Context: an optimization exercise on an open-source flow, tuned for small area, a short achievable clock period and few clock cycles per item. The choices shown serve that exercise and are no tape-out recipe. Only simulation tests tie the RTL to the original design; equivalence was not proved.

==> design.v <==
package fta_pkg;
  localparam int unsigned COORD_W  = 12;
  localparam int unsigned THRESH_W = 8;
  localparam int unsigned TRACK_W  = 5;
  localparam int unsigned MAX_FACES_DEF = 16;
  localparam int unsigned PROD_W   = 2 * COORD_W;
  localparam int unsigned DIST_W   = PROD_W + 1;
  localparam int unsigned NW_W     = THRESH_W + COORD_W;
  localparam int unsigned LIMIT_W  = THRESH_W + 2 * COORD_W;
  localparam int unsigned SCALED_W = DIST_W + THRESH_W;
  localparam int unsigned PIPE_LAT = 4;
  localparam int unsigned DRAIN_W  = $clog2(PIPE_LAT);
  localparam int unsigned APB_AW = 3;
  localparam int unsigned APB_DW = 32;
  localparam logic REG_THRESH_NUM = 1'b0;
  localparam logic REG_THRESH_DEN = 1'b1;
  localparam logic [THRESH_W-1:0] THRESH_NUM_RST = 8'd1;
  localparam logic [THRESH_W-1:0] THRESH_DEN_RST = 8'd5;
  localparam logic FUNC_DETECT    = 1'b0;
  localparam logic FUNC_FRAME_END = 1'b1;
  localparam logic KIND_VERDICT   = 1'b0;
  localparam logic KIND_FRAME_END = 1'b1;
  typedef enum logic [1:0] {
    ST_IDLE,
    ST_SCAN,
    ST_DRAIN,
    ST_COMMIT
  } fta_state_e;
  typedef struct packed {
    logic in_ready;
    logic load;
    logic issue;
    logic commit;
  } fta_cmd_t;
  typedef struct packed {
    logic in_valid;
    logic in_frame_end;
    logic scan_last;
    logic out_free;
  } fta_status_t;
endpackage
module face_track_associator #(
  parameter int unsigned MAX_FACES = fta_pkg::MAX_FACES_DEF
) (
  input  logic                        clk_i,
  input  logic                        rst_ni,
  input  logic                        in_valid,
  output logic                        in_ready,
  input  logic                        in_func,
  input  logic [fta_pkg::COORD_W-1:0] in_det_x,
  input  logic [fta_pkg::COORD_W-1:0] in_det_y,
  input  logic [fta_pkg::COORD_W-1:0] in_det_width,
  input  logic [fta_pkg::COORD_W-1:0] in_det_height,
  input  logic                        in_passes_check,
  output logic                        out_valid,
  input  logic                        out_ready,
  output logic                        out_result_kind,
  output logic                        out_matched,
  output logic [fta_pkg::COORD_W-1:0] out_kept_x,
  output logic [fta_pkg::COORD_W-1:0] out_kept_y,
  output logic                        out_stored,
  output logic                        out_overflow,
  output logic [fta_pkg::TRACK_W-1:0] out_tracked_count,
  input  logic                        psel,
  input  logic                        penable,
  input  logic                        pwrite,
  input  logic [fta_pkg::APB_AW-1:0]  paddr,
  input  logic [fta_pkg::APB_DW-1:0]  pwdata,
  output logic [fta_pkg::APB_DW-1:0]  prdata,
  output logic                        pready
);
  localparam int unsigned N  = 16;
  localparam int unsigned CW = fta_pkg::COORD_W;
  localparam int unsigned TW = fta_pkg::THRESH_W;
  localparam int unsigned FB = 6;                
  localparam int unsigned RW = 1 + 1 + CW + CW + 1 + 1 + fta_pkg::TRACK_W;
  logic [TW-1:0] num_q, den_q, den1_q;
  logic          den_zero_q;
  assign pready = 1'b1;
  always_ff @(posedge clk_i or negedge rst_ni) begin
    if (!rst_ni) begin
      num_q      <= fta_pkg::THRESH_NUM_RST;
      den_q      <= fta_pkg::THRESH_DEN_RST;
      den1_q     <= fta_pkg::THRESH_DEN_RST;
      den_zero_q <= 1'b0;
    end else if (psel && penable && pwrite) begin
      if (paddr[2]) begin
        den_q      <= pwdata[TW-1:0];
        den1_q     <= (pwdata[TW-1:0] == '0) ? TW'(1) : pwdata[TW-1:0];
        den_zero_q <= (pwdata[TW-1:0] == '0);
      end else begin
        num_q      <= pwdata[TW-1:0];
      end
    end
  end
  assign prdata = {{(fta_pkg::APB_DW-TW){1'b0}}, paddr[2] ? den_q : num_q};
  logic [N-1:0][CW-1:0] ox_q, oy_q;    
  logic [N-1:0][CW-1:0] nx_q, ny_q;    
  logic [N-1:0]         olive_q;       
  logic [4:0]           cnt_q;         
  function automatic logic [3:0] msb_of(input logic [TW-1:0] v);
    msb_of = '0;
    for (int b = 0; b < TW; b++) if (v[b]) msb_of = 4'(b);
  endfunction
  localparam int unsigned NW = TW + FB;          
  function automatic logic [2*FB-1:0] window(input logic [FB-1:0] c, input logic [NW-1:0] nv,
                                             input logic [3:0] md, input logic all);
    logic [NW-1:0] q;
    logic [FB:0]   bnd, lo, hi;
    q   = nv >> md;
    bnd = (q >= NW'(1 << FB) - 1) ? {(FB+1){1'b1}} : (FB+1)'(q) + (FB+1)'(1);
    lo  = ((FB+1)'(c) >= bnd) ? (FB+1)'(c) - bnd : '0;
    hi  = (FB+1)'(c) + bnd;
    if (all || bnd[FB]) window = {{FB{1'b1}}, {FB{1'b0}}};
    else window = {hi[FB] ? {FB{1'b1}} : hi[FB-1:0], lo[FB-1:0]};
  endfunction
  logic          p_v_q, p_func_q, p_pass_q;
  logic [CW-1:0] p_x_q, p_y_q, p_w_q, p_h_q;
  logic [NW-1:0] p_nw_q, p_nh_q;                 
  logic [TW+CW-1:0] nw_in, nh_in;
  logic [3:0]    mden;
  logic [FB-1:0] lox_p, hix_p, loy_p, hiy_p;
  logic          den_zero, nocand_p, p_take;
  assign mden     = msb_of(den_q);
  assign nw_in    = (TW+CW)'(num_q) * (TW+CW)'(in_det_width);
  assign nh_in    = (TW+CW)'(num_q) * (TW+CW)'(in_det_height);
  assign den_zero = den_zero_q;
  assign nocand_p = (num_q == '0) || (p_w_q == '0) || (p_h_q == '0);
  assign {hix_p, lox_p} = window(p_x_q[CW-1 -: FB], p_nw_q, mden, den_zero);
  assign {hiy_p, loy_p} = window(p_y_q[CW-1 -: FB], p_nh_q, mden, den_zero);
  logic          a_v_q, a_func_q, a_pass_q, a_first_q, a_nocand_q;
  logic [CW-1:0] a_x_q, a_y_q, a_w_q, a_h_q;
  logic [FB-1:0] a_lox_q, a_hix_q, a_loy_q, a_hiy_q;
  logic [N-1:0]  a_iss_q;
  localparam int unsigned LW = fta_pkg::LIMIT_W;        
  localparam int unsigned DW = fta_pkg::DIST_W;          
  localparam int unsigned MW = DW + TW + 1;               
  logic          e1_v_q, e1_sv_q, e1_first_q, e1_last_q, e1_func_q, e1_pass_q;
  logic [3:0]    e1_idx_q;
  logic [CW-1:0] e1_x_q, e1_y_q, e1_w_q, e1_h_q;
  logic [CW:0]   e1_dx_q, e1_dy_q;          
  logic          e2_v_q, e2_sv_q, e2_first_q, e2_last_q, e2_func_q, e2_pass_q;
  logic [3:0]    e2_idx_q;
  logic [CW-1:0] e2_x_q, e2_y_q;
  logic [CW:0]   e2_dx_q, e2_dy_q;
  logic [DW-1:0] e2_d_q;
  logic [2*CW-1:0] e2_wh_q;
  logic          e3_v_q, e3_cand_q, e3_first_q, e3_last_q, e3_func_q, e3_pass_q;
  logic [3:0]    e3_idx_q;
  logic [CW-1:0] e3_px_q, e3_py_q;
  logic [DW-1:0] e3_d_q;
  logic          found_q;
  logic [3:0]    bidx_q;
  logic [CW-1:0] bx_q, by_q;
  logic [DW-1:0] bd_q;
  logic          out_v_q, sk_v_q;
  logic [RW-1:0] out_q, sk_q, res;
  logic          adv;
  assign adv = !sk_v_q;
  logic [N-1:0]  pass, sv, rem, sel, pend;
  logic          fe_inflight, blk, can_issue, slot_last, a_done;
  logic [3:0]    sel_idx;
  logic [CW-1:0] sel_x, sel_y;
  logic [CW:0]   sel_dx, sel_dy;            
  always_comb begin
    for (int i = 0; i < N; i++) begin
      logic [FB-1:0] tx, ty;
      tx = ox_q[i][CW-1 -: FB];
      ty = oy_q[i][CW-1 -: FB];
      pass[i] = olive_q[i] && (tx >= a_lox_q) && (tx <= a_hix_q) &&
                (ty >= a_loy_q) && (ty <= a_hiy_q);
    end
  end
  assign sv  = (a_func_q || a_nocand_q) ? '0 : pass;
  assign rem = sv & ~a_iss_q;
  always_comb begin
    pend = '0;
    if (e1_v_q && e1_sv_q) pend[e1_idx_q] = 1'b1;
    if (e2_v_q && e2_sv_q) pend[e2_idx_q] = 1'b1;
    if (e3_v_q && e3_cand_q) pend[e3_idx_q] = 1'b1;
    if (found_q) pend[bidx_q] = 1'b1;
  end
  assign fe_inflight = (e1_v_q && e1_func_q) || (e2_v_q && e2_func_q) || (e3_v_q && e3_func_q);
  assign blk         = (!a_func_q && fe_inflight) || ((rem & pend) != '0);
  assign can_issue   = a_v_q && adv && !blk;
  always_comb begin
    logic seen;
    seen = 1'b0;
    sel  = '0;
    for (int i = 0; i < N; i++) begin
      sel[i] = rem[i] && !seen;
      seen   = seen || rem[i];
    end
  end
  always_comb begin
    sel_idx = '0;
    sel_x   = '0;
    sel_y   = '0;
    for (int i = 0; i < N; i++) begin
      if (sel[i]) sel_idx = sel_idx | 4'(i);
      sel_x = sel_x | (ox_q[i] & {CW{sel[i]}});
      sel_y = sel_y | (oy_q[i] & {CW{sel[i]}});
    end
  end
  assign sel_dx    = {1'b0, a_x_q} - {1'b0, sel_x};
  assign sel_dy    = {1'b0, a_y_q} - {1'b0, sel_y};
  assign slot_last = ((rem & ~sel) == '0);
  assign a_done    = can_issue && slot_last;
  assign p_take    = !a_v_q || a_done;
  assign in_ready  = !p_v_q || p_take;
  always_ff @(posedge clk_i or negedge rst_ni) begin
    if (!rst_ni) begin
      p_v_q <= 1'b0;
    end else if (in_ready) begin
      p_v_q <= in_valid;
    end
  end
  always_ff @(posedge clk_i) begin
    if (in_valid && in_ready) begin
      p_func_q <= in_func;
      p_pass_q <= in_passes_check;
      p_x_q    <= in_det_x;
      p_y_q    <= in_det_y;
      p_w_q    <= in_det_width;
      p_h_q    <= in_det_height;
      p_nw_q   <= nw_in[TW+CW-1 -: NW];
      p_nh_q   <= nh_in[TW+CW-1 -: NW];
    end
  end
  always_ff @(posedge clk_i or negedge rst_ni) begin
    if (!rst_ni) begin
      a_v_q <= 1'b0;
    end else if (p_take) begin
      a_v_q <= p_v_q;
    end
  end
  always_ff @(posedge clk_i) begin
    if (p_v_q && p_take) begin
      a_func_q   <= p_func_q;
      a_pass_q   <= p_pass_q;
      a_x_q      <= p_x_q;
      a_y_q      <= p_y_q;
      a_w_q      <= p_w_q;
      a_h_q      <= p_h_q;
      a_lox_q    <= lox_p;
      a_hix_q    <= hix_p;
      a_loy_q    <= loy_p;
      a_hiy_q    <= hiy_p;
      a_nocand_q <= nocand_p;
      a_iss_q    <= '0;
      a_first_q  <= 1'b1;
    end else if (can_issue) begin
      a_iss_q    <= a_iss_q | sel;
      a_first_q  <= 1'b0;
    end
  end
  logic          sx1, sy1;
  logic [DW-1:0] ax1, ay1, w1, h1, cx1, cy1, d1;
  logic [2*CW-1:0] wh1;
  assign sx1  = e1_dx_q[CW];
  assign sy1  = e1_dy_q[CW];
  assign ax1  = DW'(e1_dx_q[CW-1:0]);
  assign ay1  = DW'(e1_dy_q[CW-1:0]);
  assign w1   = DW'(e1_w_q);
  assign h1   = DW'(e1_h_q);
  assign cx1  = sx1 ? h1 : '0;
  assign cy1  = sy1 ? w1 : '0;
  assign d1   = ax1 * h1 + cx1 + ay1 * w1 + cy1;
  assign wh1  = (2*CW)'(e1_w_q) * (2*CW)'(e1_h_q);
  logic [MW-1:0] m2;
  logic          cand2;
  logic [CW-1:0] tx2, ty2;
  assign tx2   = e2_x_q + (e2_dx_q[CW-1:0] ^ {CW{!e2_dx_q[CW]}}) + CW'(1);
  assign ty2   = e2_y_q + (e2_dy_q[CW-1:0] ^ {CW{!e2_dy_q[CW]}}) + CW'(1);
  assign m2    = MW'(e2_wh_q) * MW'(num_q) - MW'(e2_d_q) * MW'(den1_q) - MW'(1);
  assign cand2 = e2_sv_q && (den_zero || !m2[MW-1]);
  always_ff @(posedge clk_i or negedge rst_ni) begin
    if (!rst_ni) begin
      e1_v_q <= 1'b0;
      e2_v_q <= 1'b0;
      e3_v_q <= 1'b0;
    end else if (adv) begin
      e1_v_q <= can_issue;
      e2_v_q <= e1_v_q;
      e3_v_q <= e2_v_q;
    end
  end
  always_ff @(posedge clk_i) begin
    if (adv) begin
      e1_sv_q    <= (rem != '0);
      e1_first_q <= a_first_q;
      e1_last_q  <= slot_last;
      e1_func_q  <= a_func_q;
      e1_pass_q  <= a_pass_q;
      e1_idx_q   <= sel_idx;
      e1_dx_q    <= {sel_dx[CW], sel_dx[CW-1:0] ^ {CW{sel_dx[CW]}}};
      e1_dy_q    <= {sel_dy[CW], sel_dy[CW-1:0] ^ {CW{sel_dy[CW]}}};
      e1_x_q     <= a_x_q;
      e1_y_q     <= a_y_q;
      e1_w_q     <= a_w_q;
      e1_h_q     <= a_h_q;
      e2_sv_q    <= e1_sv_q;
      e2_first_q <= e1_first_q;
      e2_last_q  <= e1_last_q;
      e2_func_q  <= e1_func_q;
      e2_pass_q  <= e1_pass_q;
      e2_idx_q   <= e1_idx_q;
      e2_dx_q    <= e1_dx_q;
      e2_dy_q    <= e1_dy_q;
      e2_x_q     <= e1_x_q;
      e2_y_q     <= e1_y_q;
      e2_d_q     <= d1;
      e2_wh_q    <= wh1;
      e3_cand_q  <= cand2;
      e3_first_q <= e2_first_q;
      e3_last_q  <= e2_last_q;
      e3_func_q  <= e2_func_q;
      e3_pass_q  <= e2_pass_q;
      e3_idx_q   <= e2_idx_q;
      e3_px_q    <= cand2 ? tx2 : e2_x_q;
      e3_py_q    <= cand2 ? ty2 : e2_y_q;
      e3_d_q     <= e2_d_q;
    end
  end
  logic          acc_found, hit, nfound, commit, take, full, stored;
  logic [3:0]    nidx;
  logic [CW-1:0] kx, ky;
  logic [4:0]    cnt_d;
  assign acc_found = found_q && !e3_first_q;
  assign hit       = e3_cand_q && (!acc_found || (e3_d_q < bd_q));
  assign nfound    = acc_found || hit;
  assign nidx      = hit ? e3_idx_q : bidx_q;
  assign kx        = (acc_found && !hit) ? bx_q : e3_px_q;
  assign ky        = (acc_found && !hit) ? by_q : e3_py_q;
  assign commit    = adv && e3_v_q && e3_last_q;
  assign take      = nfound || e3_pass_q;
  assign full      = cnt_q[4];
  assign stored    = take && !full;
  assign cnt_d     = cnt_q + 5'(stored);
  assign res = e3_func_q ? {fta_pkg::KIND_FRAME_END, 1'b0, CW'(0), CW'(0), 1'b0, 1'b0, cnt_q}
                         : {fta_pkg::KIND_VERDICT, nfound, kx, ky, stored, take && full, cnt_d};
  always_ff @(posedge clk_i or negedge rst_ni) begin
    if (!rst_ni) begin
      found_q <= 1'b0;
      olive_q <= '0;
      cnt_q   <= '0;
    end else if (adv && e3_v_q) begin
      if (e3_last_q) begin
        found_q <= 1'b0;
        if (e3_func_q) begin
          for (int i = 0; i < N; i++) olive_q[i] <= (5'(i) < cnt_q);
          cnt_q <= '0;
        end else begin
          if (nfound) olive_q[nidx] <= 1'b0;
          cnt_q <= cnt_d;
        end
      end else begin
        found_q <= nfound;
      end
    end
  end
  always_ff @(posedge clk_i) begin
    if (adv && e3_v_q && !e3_last_q && hit) begin
      bidx_q <= e3_idx_q;
      bx_q   <= e3_px_q;
      by_q   <= e3_py_q;
      bd_q   <= e3_d_q;
    end
  end
  always_ff @(posedge clk_i) begin
    for (int i = 0; i < N; i++) begin
      if (commit && e3_func_q) begin
        ox_q[i] <= nx_q[i];
        oy_q[i] <= ny_q[i];
      end
      if (commit && !e3_func_q && stored && (cnt_q[3:0] == 4'(i))) begin
        nx_q[i] <= kx;
        ny_q[i] <= ky;
      end
    end
  end
  always_ff @(posedge clk_i or negedge rst_ni) begin
    if (!rst_ni) begin
      out_v_q <= 1'b0;
      sk_v_q  <= 1'b0;
    end else if (!out_v_q || out_ready) begin
      out_v_q <= sk_v_q || commit;
      sk_v_q  <= 1'b0;
    end else if (commit) begin
      sk_v_q  <= 1'b1;
    end
  end
  always_ff @(posedge clk_i) begin
    if (!out_v_q || out_ready) begin
      if (sk_v_q)      out_q <= sk_q;
      else if (commit) out_q <= res;
    end else if (commit) begin
      sk_q <= res;
    end
  end
  assign out_valid = out_v_q;
  assign {out_result_kind, out_matched, out_kept_x, out_kept_y, out_stored, out_overflow,
          out_tracked_count} = out_q;
endmodule
==> run.sh <==
#!/bin/bash
# synth_recipe.tcl (not shown) runs the flow's synth.tcl, then flattens the netlist and writes it again
# the make line also repeats each setting of config.mk as NAME=value (left out here)
make -C /OpenROAD-flow-scripts/flow DESIGN_CONFIG=/design/flow/config.mk WORK_HOME=/design/flow/orfs CLKGATE_MAP_FILE= SYNTH_SCRIPT=/design/flow/synth_recipe.tcl finish
==> config.mk <==
export PLATFORM = sky130hd
export DESIGN_NAME = face_track_associator
export DESIGN_NICKNAME = face_track_associator
export VERILOG_FILES = /design/flow/design.v
export SDC_FILE = /design/flow/constraint.sdc
export NUM_CORES = 4
export LEC_CHECK = 0
export CAP_MARGIN = 20
export CORE_MARGIN = 2
export CORE_UTILIZATION = 40
export CTS_BUF_LIST = sky130_fd_sc_hd__clkbuf_8
export SETUP_SLACK_MARGIN = 1.5
export SLEW_MARGIN = 20
==> constraint.sdc <==
create_clock -name core_clock -period 8.5 [get_ports {clk_i}]
set_input_delay 1.7000 -clock core_clock [delete_from_list [all_inputs] [get_ports {clk_i}]]
set_output_delay 1.7000 -clock core_clock [all_outputs]
set_load 0.01 [all_outputs]
==> results of run 1 <==
## cells by family (layout without fill, tap and decap cells)
family / count (synthesis) / count (layout)
and+or+nand+nor: 2144 / 2145
other: 2 / 32
DFF: 1360 / 1360
xor gates and xnor gates: 161 / 161
buffers and inverters: 1294 / 1946
muxes: 95 / 95
AOI/OAI and AO/OA: 949 / 949
adders and majority gates: 1663 / 1663
## flip-flops by register name, summed over array words and instances (netlist names), 14 cells and up
name and count:
e2_wh_q 24, oy_q 192, a_iss_q 16, out_q 33, e3_d_q 25, e2_d_q 25
p_nw_q 14, bd_q 25, olive_q 16, ox_q 192, sk_q 33, ny_q 192
nx_q 192, p_nh_q 14
## cell type report
type	instances	area, um2
antenna	7	17.5
sequential	1360	40400
clock inverter	186	1380
fill	20812	124000
inverter	1012	3870
multi-input combinational	5038	47700
tap	3026	3790
timing repair buffer	525	5110
clock buffer	223	3070
## cell usage in the layout (no fill, tap or decap), types with 59 or more instances in the layout
master | Yosys | routed
a21oi_1 | 195 | 189
fa_1 | 821 | 806
buf_4 | 30 | 328
nand2b_1 | 59 | 59
nor3_1 | 78 | 69
xnor2_1 | 121 | 117
nand3_1 | 92 | 90
edfxtp_1 | 1289 | 1289
and2_1 | 419 | 414
ha_1 | 838 | 825
a22oi_1 | 91 | 91
clkbuf_8 | 0 | 224
o21ai_0 | 131 | 126
clkdlybuf4s50_1 | 0 | 106
nor2b_1 | 69 | 68
nor2_1 | 250 | 234
nand2_1 | 907 | 904
inv_1 | 1012 | 1055
## per-stage QoR
stage | util, % | setup slack (ps) | instance area [um2] | hold WS [ps]
final | 45.9 | 1540 | 105000 | 346
after detailed placement | 42.5 | 958 | 97600 | 405
after floorplan | - | 1500 | 92300 | 400
after CTS | 45.0 | 1430 | 103000 | 321
after global routing | 45.9 | 1450 | 105000 | 322
after global placement | 42.5 | 1030 | 97600 | 400
## repair_timing
item                       in CTS  in global routing
resized for setup              70                136
cloned                          1                  5
setup buffers                 101                138
setup endpoints to repair      61                 62
pin swaps                      16                 99
## worst max-delay path, delay by kind of cell (launching register included)
kind,cells,cell delay (ps)
AO/OA/AOI/OAI,4,920
flip-flops,1,510
XOR/XNOR,1,630
adder cells (fa/ha/maj),8,3960
buffers and inverters,3,250
AND/OR/NAND/NOR,2,370
## path summary, 6_finish.rpt
kind	to	slack [ps]
setup / recovery	e2_d_q[19]$_DFFE_PN_	1540
hold / removal	e2_y_q[1]$_DFFE_PN_	350
setup reg to reg	e2_d_q[19]$_DFFE_PN_	1540
hold reg to reg	e2_y_q[1]$_DFFE_PN_	350
max in group asynchronous	num_q[4]$_DFFE_PN0P_	6780
min in group asynchronous	olive_q[0]$_DFFE_PN0P_	570
## routing by layer
metal	track usage, %	up-vias	share of wire (%)
met5	0	-	0.012
met4	9.81	4	4.8
met2	36.7	2229	47
met3	3.29	496	6.7
li1	-	27411	-
met1	29.4	31075	41
==> impl_metrics.yaml, run 1 <==
status:
  status: "no timing/DRC/antenna violations"
finish:
  fin_cells: 11377
  nNetsFinal: 9909
  drive_above_1_share_pct: 11.8
  syn_to_final_growth_pct: 14.3
setup_path:
  max_stage_delay_ps: 630
  crit_chain: "buf_6 > and2_4 > fa_1 > inv_2 > fa_1 > fa_1 > fa_1 > fa_1 > fa_1 > inv_2 > fa_2 > ha_4 > or2_4 > a21oi_2 > a31oi_2 > a41o_1 > o41a_1 > xnor2_1"
  timing.rr.start: "e1_dy_q[4]$_DFFE_PN_"
  cpMostUsedCell: "fa_1"
  path_max_fanout: 6
  critPathArrivalTime_ps: 7600
  setup.worst_path.start: "e1_dy_q[4]$_DFFE_PN_"
  cpMaxStageDelayCell: "xnor2_1"
  worstPathRequired_ps: 9140
  path_class: "register to register"
  worst_setup_path_start_kind: "register"
  critPathCaptureType: "register"
  ff2ff_path_depth: 18
floorplanning:
  fp.dieW_um: 484
  pin_count: 160
  fp.coreArea_mm2: 0.230
  die-height_um: 484
  initial_utilization_pct: 40.1
  row_count: 176
  die_area_mm2: 0.234
yosys:
  synth_top_area_share_pct: 42.0
  synth-compound-area-share_pct: 7.19
  yosys-top-cells-count: "edfxtp_1, inv_1, nand2_1, ha_1, fa_1"
  yosys.area.top_type: "edfxtp_1"
  synth_warnings: 1
  synthAdderAreaFrac_pct: 29.2
  synth_area_mm2: 0.0922
  synth_mux_area_share_pct: 1.23
  async_flop_share_pct: 3.97
  synth_top_family_by_area: "adder cells"
  syn_inst: 7668
  avgSynthCellArea_um2: 12.0
  ys_seq_area_share_pct: 43.8
  synth-xor-area-share_pct: 1.53
  synth.most_common_cell: "edfxtp_1"
  synth_edf_count: 1289
  synthTopCellsByArea: "edfxtp_1, fa_1, ha_1"
  synthFlopType: "edfxtp_1"
  ys_ff_latch: 1360
  synth-simple-area-share_pct: 11.5
  ys_types: 98
sta:
  finalMaxSlewViolations: 0
  max_slew_margin_pct: 21.2
  fin_tns_setup_ps: 0
  fin_crit_sh_pct: 81.9
  fmax_ghz: 0.144
  finalHoldViolCount: 0
  min_period_ps: 6960
  rsz0062_at_grt: "false"
  fin_skew_ps: 107
  setup_viol: 0
  worstMarginPinSlew_ps: 1180
placed_design:
  dp_cells: 10715
  portBuffers: 108
  hpwl_mm: 194
  gp_congestion: 0.922
global_route:
  grt_pass1_vias: 63192
  grt_antenna_before_repair: 13
  grt_usage_pct: 22.3
  grt_max_degree: 151
  grt_pass1_wl_mm: 393
  gr-total-overflow: 0
clock_tree:
  clockBufferDepth: 3
  hold_buffers: 0
  htreeDepth: 4
  cts_tree: "done"
  numCtsBuffers: 221
  clock_sinks: 1360
  clk_latency_ps: 1030
  clkTransAtPathRegs_ps: 60
  cts-root-buf: "clkbuf_8"
routing:
  drt_iter0_drc: 5053
  vias: 61215
  ant_nets: 0
  wl_mm: 265
  viasPerCell: 5.38
  drc: 0
  wl_per_cell_um: 23.3
  drt-pass1-iter-count: 6
job:
  maxCapViolCount: 0
min_path:
  hold_path.startpoint: "e1_y_q[1]$_DFFE_PN_"
  hold_class: "register to register"
  hold_path_depth: 0
Testbench counts, summed over its fixed seeds: cycles 4,672, items 3,950.
==> inputs of run 2 (changes only) <==
--- a/config.mk
+++ b/config.mk
@@ -11,3 +11,3 @@
 export CTS_BUF_LIST = sky130_fd_sc_hd__clkbuf_8
-export SETUP_SLACK_MARGIN = 1.5
+export SETUP_SLACK_MARGIN = 1.25
 export SLEW_MARGIN = 20
==> run 2 against run 1 <==
  * Critical path type unchanged
  * Maximum frequency is 1.5% lower
  * Synthesized cell count stayed put
  * Flip-flop and latch count stayed put
  * Highest routed layer unchanged
  * Worst setup slack worse by 110 ps
  * Area after synthesis stayed put
  * Critical endpoint is now e2_d_q[23]$_DFFE_PN_
  * Hold slack worse by 3.4 ps
==> impl_metrics.yaml, run 2 <==
yosys:
  synth_top_area_share_pct: 42.0
  yosys-top-cells-count: "edfxtp_1, inv_1, nand2_1, ha_1, fa_1"
  syn_inst: 7668
  synth_edf_count: 1289
  synth_area_mm2: 0.0922
  synth.most_common_cell: "edfxtp_1"
  ys_seq_area_share_pct: 43.8
  synth_warnings: 1
  ys_types: 98
  ys_ff_latch: 1360
  async_flop_share_pct: 3.97
  avgSynthCellArea_um2: 12.0
  yosys.area.top_type: "edfxtp_1"
  synthTopCellsByArea: "edfxtp_1, fa_1, ha_1"
  synthFlopType: "edfxtp_1"
sta:
  fin_crit_sh_pct: 83.1
  setup_viol: 0
  fin_skew_ps: 119
  fin_tns_setup_ps: 0
  max_slew_margin_pct: 21.3
  worstMarginPinSlew_ps: 1150
  fmax_ghz: 0.142
  worst_hold_slack_ps: 343
  finalMaxSlewViolations: 0
  min_period_ps: 7070
  rsz0062_at_grt: "true"
  setup_ws_ps: 1430
  finalHoldViolCount: 0
clock_tree:
  clock_sinks: 1360
  cts_tree: "done"
  clkTransAtPathRegs_ps: 60
  htreeDepth: 4
  cts-root-buf: "clkbuf_8"
  clockBufferDepth: 3
  numCtsBuffers: 222
  clk_latency_ps: 1010
setup_path:
  setup.worst_path.start: "e1_dy_q[8]$_DFFE_PN_"
  cpMaxStageDelayCell: "edfxtp_1"
  critPathArrivalTime_ps: 7770
  r2r_slack_ps: 1430
  worst_setup_path_start_kind: "register"
  cpMostUsedCell: "fa_1"
  crit_chain: "nand2_1 > fa_1 > fa_1 > inv_1 > fa_1 > inv_1 > fa_1 > fa_1 > fa_1 > inv_1 > fa_1 > ha_1 > and3_1 > o211ai_1 > a31oi_1 > a41o_1 > o41a_1 > a41o_1 > a21oi_1 > xnor2_1"
  cp_num_cells: 20
  max_stage_delay_ps: 770
  path_class: "register to register"
  worstReg2RegEnd: "e2_d_q[23]$_DFFE_PN_"
  crit_family: "adder cells"
  ff2ff_path_depth: 20
  path_max_fanout: 13
  timing.rr.start: "e1_dy_q[8]$_DFFE_PN_"
  critPathCaptureType: "register"
  worstPathRequired_ps: 9210
  cp-endpoint: "e2_d_q[23]$_DFFE_PN_"
  crit_buf_inv: 3
routing:
  drc: 0
  vias: 60537
  drt-pass1-iter-count: 6
  wl_mm: 257
  drt_iter0_drc: 4968
  ant_nets: 0
  wl_per_cell_um: 22.9
  viasPerCell: 5.38
floorplanning:
  initial_utilization_pct: 40.1
  fp.dieW_um: 484
  pin_count: 160
  row_count: 176
  die_area_mm2: 0.234
  die-height_um: 484
  fp.coreArea_mm2: 0.230
global_route:
  gr-total-overflow: 0
  grt_max_degree: 142
  grt_usage_pct: 21.9
  grt_pass1_wl_mm: 388
  grt_pass1_vias: 62932
  grt_antenna_before_repair: 10
finish:
  drive_above_1_share_pct: 9.51
  syn_to_final_growth_pct: 12.3
  final_cell_mix: "edfxtp_1, inv_1, nand2_1"
  fin_util_pct: 45.1
  stdcell_area_mm2: 0.104
  register_area_mm2: 0.0404
  mostFrequentLayoutCell: "edfxtp_1"
  nNetsFinal: 9770
  multi_input_area_mm2: 0.0473
  fin_cells: 11246
  fillers: 20810
status:
  status: "no timing/DRC/antenna violations"
placed_design:
  hpwl_mm: 191
  gp_congestion: 0.911
  portBuffers: 108
  place_ws_ps: 851
  dp_cells: 10715
  place_area_mm2: 0.0975
min_path:
  hold_class: "register to register"
job:
  maxCapViolCount: 0
==> run 2: kinds of logic (layout without fill, tap and decap cells) <==
| family | after synthesis | in the layout | share of synthesized area [%] |
|---|---|---|---|
| and+or+nand+nor | 2144 | 2145 | 11.5 |
| adders and majority gates | 1663 | 1663 | 29.2 |
| DFF | 1360 | 1360 | 43.8 |
| buffers and inverters | 1294 | 1815 | 5.48 |
| AOI/OAI and AO/OA | 949 | 949 | 7.19 |
| xor gates and xnor gates | 161 | 161 | 1.53 |
| muxes | 95 | 95 | 1.23 |
| other | 2 | 32 | 0.00814 |
==> run 2: how the worst min path moves through the flow <==
stage	end	depth (start not counted)	slack (ps)	startpoint
2_1_floorplan	a_func_q$_DFFE_PP_	0	400	p_func_q$_DFFE_PP_
3_3_place_gp	ox_q[79]$_DFFE_PP_	0	400	nx_q[79]$_DFFE_PP_
3_5_place_dp	e1_w_q[9]$_DFFE_PN_	0	400	a_w_q[9]$_DFFE_PP_
4_1_cts	ox_q[160]$_DFFE_PP_	0	330	nx_q[160]$_DFFE_PP_
5_1_grt	ox_q[160]$_DFFE_PP_	0	340	nx_q[160]$_DFFE_PP_
6_report	oy_q[156]$_DFFE_PP_	0	340	ny_q[156]$_DFFE_PP_
==> run 2: timing repair <==
action	in CTS	in global routing
resized for setup	28	63
setup endpoints to repair	53	60
pin swaps	4	13
hold buffers	0	0
buffers inserted	27	77
cloned	0	1
==> run 2: cell type report <==
class / count / area share [%]
Inverter: 1012 / 3.74
Timing Repair Buffer: 385 / 3.44
Clock inverter: 188 / 1.33
Sequential cell: 1360 / 39.1
Tap cell: 3026 / 3.66
Clock buffer: 230 / 3.06
Antenna cell: 7 / 0.0169
Multi-Input combinational cell: 5038 / 45.7
==> run 2: layer usage <==
| metal | GRT usage [%] | vias up | wire [um] |
|---|---|---|---|
| met1 | 28.9 | 30831 | 108000 |
| met4 | 9.05 | 2 | 10900 |
| met2 | 36.0 | 2112 | 122000 |
| met3 | 3.45 | 470 | 16800 |
| met5 | 0 | - | 12 |
| li1 | - | 27122 | - |
==> inputs of run 3 (changes only) <==
--- a/config.mk
+++ b/config.mk
@@ -9,5 +9,5 @@
 export CORE_MARGIN = 2
-export CORE_UTILIZATION = 40
+export CORE_UTILIZATION = 55
 export CTS_BUF_LIST = sky130_fd_sc_hd__clkbuf_8
-export SETUP_SLACK_MARGIN = 1.25
+export SETUP_SLACK_MARGIN = 1.5
 export SLEW_MARGIN = 20
==> run 3 against run 2 <==
  * Still clean on timing, DRC and antenna
  * Register-to-register slack improved by 200 ps
  * Area after synthesis unchanged
  * Final area increased by 0.82%
  * Flip-flop and latch count unchanged
  * Clock skew decreased by 27 ps
  * First-iteration DRC count increased by 15%
  * Non-clock buffer count increased by 149
  * Critical path depth decreased by 8
  * Wire length increased by 6.0%
  * Critical path type is now register to primary output
  * Highest routed layer unchanged
==> impl_metrics.yaml, run 3 <==
yosys:
  ys_seq_area_share_pct: 43.8
  syn_inst: 7668
  ys_types: 98
  avgSynthCellArea_um2: 12.0
  ys_ff_latch: 1360
  synth_area_mm2: 0.0922
  synthFlopType: "edfxtp_1"
  synth.most_common_cell: "edfxtp_1"
  synthTopCellsByArea: "edfxtp_1, fa_1, ha_1"
  async_flop_share_pct: 3.97
  yosys.area.top_type: "edfxtp_1"
  yosys-top-cells-count: "edfxtp_1, inv_1, nand2_1, ha_1, fa_1"
  synth_edf_count: 1289
  synth_top_area_share_pct: 42.0
  synth_warnings: 1
floorplanning:
  fp.dieW_um: 413
  initial_utilization_pct: 55.3
  pin_count: 160
  die_area_mm2: 0.171
  die-height_um: 413
  row_count: 150
  fp.coreArea_mm2: 0.167
finish:
  multi_input_area_mm2: 0.0477
  final_cell_mix: "edfxtp_1, inv_1, nand2_1"
  fin_util_pct: 62.6
  register_area_mm2: 0.0404
  drive_above_1_share_pct: 11.7
  syn_to_final_growth_pct: 13.2
  nNetsFinal: 9920
  fillers: 13223
  mostFrequentLayoutCell: "edfxtp_1"
routing:
  drc: 0
  drt_iter0_drc: 5705
  wl_per_cell_um: 25.8
  vias: 61933
  ant_nets: 0
  drt-pass1-iter-count: 5
  wl_mm: 273
  viasPerCell: 5.86
setup_path:
  cpMostUsedCell: "nand2_1"
  cpMaxStageDelayCell: "clkdlybuf4s50_1"
  setup.worst_path.start: "a_loy_q[1]$_SDFFCE_PP0P_"
  crit_chain: "clkinvlp_4 > ha_1 > a2111oi_1 > o31ai_2 > and4b_2 > a41oi_4 > nor4b_4 > nand2_1 > o21bai_2 > a31oi_4 > nand2_1 > clkdlybuf4s50_1"
  critPathCaptureType: "primary output"
  cp-endpoint: "in_ready"
  max_stage_delay_ps: 530
  worstPathRequired_ps: 6800
  timing.rr.start: "e1_dy_q[8]$_DFFE_PN_"
  path_max_fanout: 7
  worstReg2RegEnd: "e2_d_q[19]$_DFFE_PN_"
  worst_setup_path_start_kind: "register"
  critPathArrivalTime_ps: 5210
  path_class: "register to primary output"
  ff2ff_path_depth: 19
  r2r_slack_ps: 1630
clock_tree:
  cts-root-buf: "clkbuf_8"
  cts_tree: "done"
  htreeDepth: 4
  clk_latency_ps: 1010
  clock_sinks: 1360
  clockBufferDepth: 3
  numCtsBuffers: 223
  clkTransAtPathRegs_ps: 60
sta:
  rsz0062_at_grt: "true"
  setup_viol: 0
  fin_skew_ps: 91.9
  finalMaxSlewViolations: 0
  max_slew_margin_pct: 15.3
  fin_crit_sh_pct: 81.3
  min_period_ps: 6910
  finalHoldViolCount: 0
  worstMarginPinSlew_ps: 1230
  fin_tns_setup_ps: 0
  fmax_ghz: 0.145
global_route:
  gr-total-overflow: 0
  grt_pass1_vias: 61581
  grt_pass1_wl_mm: 397
  grt_antenna_before_repair: 18
  grt_usage_pct: 32.0
  grt_max_degree: 160
placed_design:
  hpwl_mm: 199
  gp_congestion: 0.983
  portBuffers: 108
min_path:
  hold_path_depth: 0
  hold_class: "register to register"
status:
  status: "no timing/DRC/antenna violations"
job:
  maxCapViolCount: 0
run 3: per-layer routing:
layer  wire, um  track usage, %
met3      21300            5.13
met4      12800            13.7
met2     126000            50.2
met5         27               0
met1     113000            44.4
run 3: how the worst min path moves through the flow:
| stage | startpoint | to |
|---|---|---|
| final | ny_q[15]$_DFFE_PP_ | oy_q[15]$_DFFE_PP_ |
| after global routing | ny_q[15]$_DFFE_PP_ | oy_q[15]$_DFFE_PP_ |
| after CTS | ny_q[147]$_DFFE_PP_ | oy_q[147]$_DFFE_PP_ |
| after detailed placement | p_x_q[5]$_DFFE_PP_ | a_x_q[5]$_DFFE_PP_ |
| after global placement | ny_q[132]$_DFFE_PP_ | oy_q[132]$_DFFE_PP_ |
| after floorplan | p_func_q$_DFFE_PP_ | a_func_q$_DFFE_PP_ |
run 3: area by class of cell:
cell class	count	area share (%)
multi-input combinational	5038	45.7
sequential	1360	38.7
timing repair buffer	534	4.96
inverter	1012	3.71
clock buffer	226	2.98
tap	2204	2.64
clock inverter	181	1.23
antenna	12	0.0288
run 3: repair_timing:
item / CTS / global route
gates resized for setup: 55 / 143
cloned: 0 / 5
setup buffers: 109 / 117
hold buffers: 0 / 0
endpoints found under the setup margin: 61 / 62
pin swaps: 13 / 67
run 3: worst max-delay path: cells and delay by family (launching register included):
family	cells	cell delay, ps
compound gates	5	1420
fa+ha+maj	1	310
buf+inv	2	750
flops	1	480
simple gates	4	1240
run 3: cells by family after synthesis:
logic type | after synthesis | synth area share [%]
compound gates | 949 | 7.19
xor+xnor | 161 | 1.53
fa+ha+maj | 1663 | 29.2
buf+inv | 1294 | 5.48
flops | 1360 | 43.8
mux | 95 | 1.23
other cells | 2 | 0.00814
simple gates | 2144 | 11.5
run 3: metrics by stage:
stage                     instance area, um2  std cells  worst slack, ps  hold WS (ps)
after floorplan                        92300       7691             1500           400
after global placement                 96600       9911             1030           400
after detailed placement               96700       9917              984           405
after CTS                             103000      10433             1420           334
after global routing                  104000      10562             1380           326
final                                 104000      10567             1590           343
==> inputs of run 4 (changes only) <==
--- a/config.mk
+++ b/config.mk
@@ -9,3 +9,3 @@
 export CORE_MARGIN = 2
-export CORE_UTILIZATION = 55
+export CORE_UTILIZATION = 65
 export CTS_BUF_LIST = sky130_fd_sc_hd__clkbuf_8
==> run 4 against run 3 <==
  * Still clean on timing, DRC and antenna
  * Via count rose by 1.6%
  * Maximum frequency rose by 0.14%
  * Clock skew rose by 8.3 ps
  * Synthesized cell count did not move
  * Highest routed layer unchanged
==> impl_metrics.yaml, run 4 <==
sta:
  worstMarginPinSlew_ps: 1190
  finalMaxSlewViolations: 0
  max_slew_margin_pct: 18.3
  rsz0062_at_grt: "true"
  fin_skew_ps: 100
  min_period_ps: 6900
  finalHoldViolCount: 0
  fin_tns_setup_ps: 0
  fin_crit_sh_pct: 81.2
  worst_hold_slack_ps: 371
  setup_viol: 0
  fmax_ghz: 0.145
finish:
  drive_above_1_share_pct: 10.6
  fin_util_pct: 73.0
  mostFrequentLayoutCell: "edfxtp_1"
  fin_cells: 10172
  syn_to_final_growth_pct: 11.9
  nNetsFinal: 9850
  fillers: 9731
  final_cell_mix: "edfxtp_1, inv_1, nand2_1"
clock_tree:
  clk_latency_ps: 970
  cts-root-buf: "clkbuf_8"
  clkTransAtPathRegs_ps: 70
  clock_sinks: 1360
  htreeDepth: 4
  cts_tree: "done"
  clockBufferDepth: 3
  numCtsBuffers: 216
yosys:
  synth_edf_count: 1289
  synthFlopType: "edfxtp_1"
  ys_seq_area_share_pct: 43.8
  yosys-top-cells-count: "edfxtp_1, inv_1, nand2_1, ha_1, fa_1"
  syn_inst: 7668
  avgSynthCellArea_um2: 12.0
  synth.most_common_cell: "edfxtp_1"
  yosys.area.top_type: "edfxtp_1"
  synth_area_mm2: 0.0922
  synth_top_area_share_pct: 42.0
  async_flop_share_pct: 3.97
  ys_types: 98
  synth_warnings: 1
  synthTopCellsByArea: "edfxtp_1, fa_1, ha_1"
  ys_ff_latch: 1360
job:
  maxCapViolCount: 0
routing:
  ant_nets: 0
  vias: 62926
  drc: 0
  viasPerCell: 6.19
  drt_iter0_drc: 6997
  wl_per_cell_um: 25.5
  drt-pass1-iter-count: 8
  wl_mm: 260
floorplanning:
  die-height_um: 381
  die_area_mm2: 0.145
  fp.dieW_um: 381
  fp.coreArea_mm2: 0.141
  row_count: 138
  initial_utilization_pct: 65.3
  pin_count: 160
setup_path:
  setup.worst_path.start: "a_loy_q[0]$_SDFFCE_PP0P_"
  path_class: "register to primary output"
  worstPathRequired_ps: 6800
  critPathCaptureType: "primary output"
  timing.rr.start: "a_func_q$_DFFE_PP_"
  path_max_fanout: 8
  critPathArrivalTime_ps: 5200
  worst_setup_path_start_kind: "register"
global_route:
  grt_pass1_wl_mm: 387
  grt_pass1_vias: 62167
  grt_usage_pct: 36.1
  grt_antenna_before_repair: 17
  gr-total-overflow: 0
  grt_max_degree: 185
min_path:
  hold_class: "register to register"
  hold_path.startpoint: "a_w_q[11]$_DFFE_PP_"
placed_design:
  dp_cells: 9578
  hpwl_mm: 188
  gp_congestion: 0.974
  portBuffers: 108
status:
  status: "no timing/DRC/antenna violations"
[run 4: changes by cell type in the layout (fill, tap and decap cells not counted), moves of 6 or more]
cell | before | now
buf_12 | 58 | 47
buf_4 | 340 | 291
bufinv_16 | 10 | 18
clkinv_2 | 30 | 23
diode_2 | 12 | 5
fa_1 | 806 | 820
fa_2 | 15 | 1
inv_1 | 1053 | 1047
o31ai_1 | 47 | 54
[run 4: stage by stage]
stage          cell area [um2]  setup WS (ps)
2_1_floorplan            92300           1500
3_3_place_gp             96100            806
3_5_place_dp             96100            807
4_1_cts                 102000           1500
5_1_grt                 103000           1400
6_report                103000           1600
[run 4: path summary, 6_finish.rpt]
| check | to | slack, ps | cells after the start |
|---|---|---|---|
| hold / removal | e1_w_q[11]$_DFFE_PN_ | 370 | 0 |
| max in group asynchronous | num_q[2]$_DFFE_PN0P_ | 6610 | 2 |
| min in group asynchronous | cnt_q[3]$_DFFE_PN0P_ | 610 | 1 |
| setup / recovery | in_ready | 1600 | 15 |
| setup reg to reg | e1_dy_q[4]$_DFFE_PN_ | 1640 | 23 |
| hold reg to reg | e1_w_q[11]$_DFFE_PN_ | 370 | 0 |
[run 4: cells by family after synthesis]
family,after synthesis,share of synthesized area (%)
AOI/OAI and AO/OA,949,7.19
xor gates and xnor gates,161,1.53
adders and majority gates,1663,29.2
buffers and inverters,1294,5.48
DFF,1360,43.8
muxes,95,1.23
other,2,0.00814
and+or+nand+nor,2144,11.5
[run 4: what timing repair did]
item	CTS	global route
hold buffers	0	0
endpoints found under the setup margin	57	57
gates resized for setup	46	101
buffers inserted	105	84
hold endpoints to repair	0	0
pin swaps	10	29
cloned	0	2
[run 4: layer usage]
metal | track usage [%] | wire, um | vias up
li1 | - | - | 27266
met1 | 54.6 | 108000 | 31680
met2 | 51.9 | 111000 | 3465
met3 | 9.82 | 33500 | 499
met4 | 9.84 | 7590 | 16
met5 | 0 | 143 | -
[run 4: worst max-delay path, cell delays in order (launching register included)]
cell	delay [ps]
edfxtp_1	410
buf_4	210
ha_1	270
nand2b_1	140
a2111oi_0	430
o21bai_1	190
a21oi_4	360
nor4_4	110
buf_4	170
buf_4	140
nor4b_4	410
nand2_1	300
o21bai_4	320
a31oi_2	160
nand2_1	90
clkdlybuf4s50_1	540
[run 4: final cells by class]
class | instances | area (um2) | share of cell area (%)
diodes | 5 | 12.5 | 0.0121
clock buffers | 221 | 3040 | 2.95
clock inverters | 175 | 1420 | 1.38
inverters | 1012 | 3850 | 3.74
multi-input cells | 5038 | 47500 | 46.0
flip-flops and latches | 1360 | 40400 | 39.2
well taps | 1890 | 2360 | 2.29
repair buffers | 471 | 4550 | 4.41

[re-timing with driven ports]
No port has a modelled driver above. Below, the same layouts with a new extraction and two added sets of constraints.
Step 1 (the two cells are an assumption about what drives the block):
set clk [get_ports {clk_i}]
set_driving_cell -lib_cell sky130_fd_sc_hd__clkbuf_16 $clk
set_driving_cell -lib_cell sky130_fd_sc_hd__buf_2 [delete_from_list [all_inputs] $clk]
Step 2 also shifts input and output timing later by t, the mid clock arrival at the registers, as if the neighbouring blocks saw the same clock.
a / b / c = no drivers / after step 1 / after step 2; a / b = the first two.
| run | shift t [ns] | setup slack, ns | worst setup path after step 2 |
|---|---|---|---|
| run 1 | 1.046 | 1.540 / 1.540 / 1.305 | input to register |
| run 2 | 1.031 | 1.433 / 1.375 / 1.235 | input to register |
| run 3 | 1.055 | 1.589 / 1.497 / 1.392 | input to register |
| run 4 | 0.991 | 1.599 / 1.522 / 1.228 | input to register |
After both steps setup and hold are still met in every run listed. For run 4, which loses most, drivers alone change the setup slack by -0.077 ns; drivers and shift together by -0.371 ns.
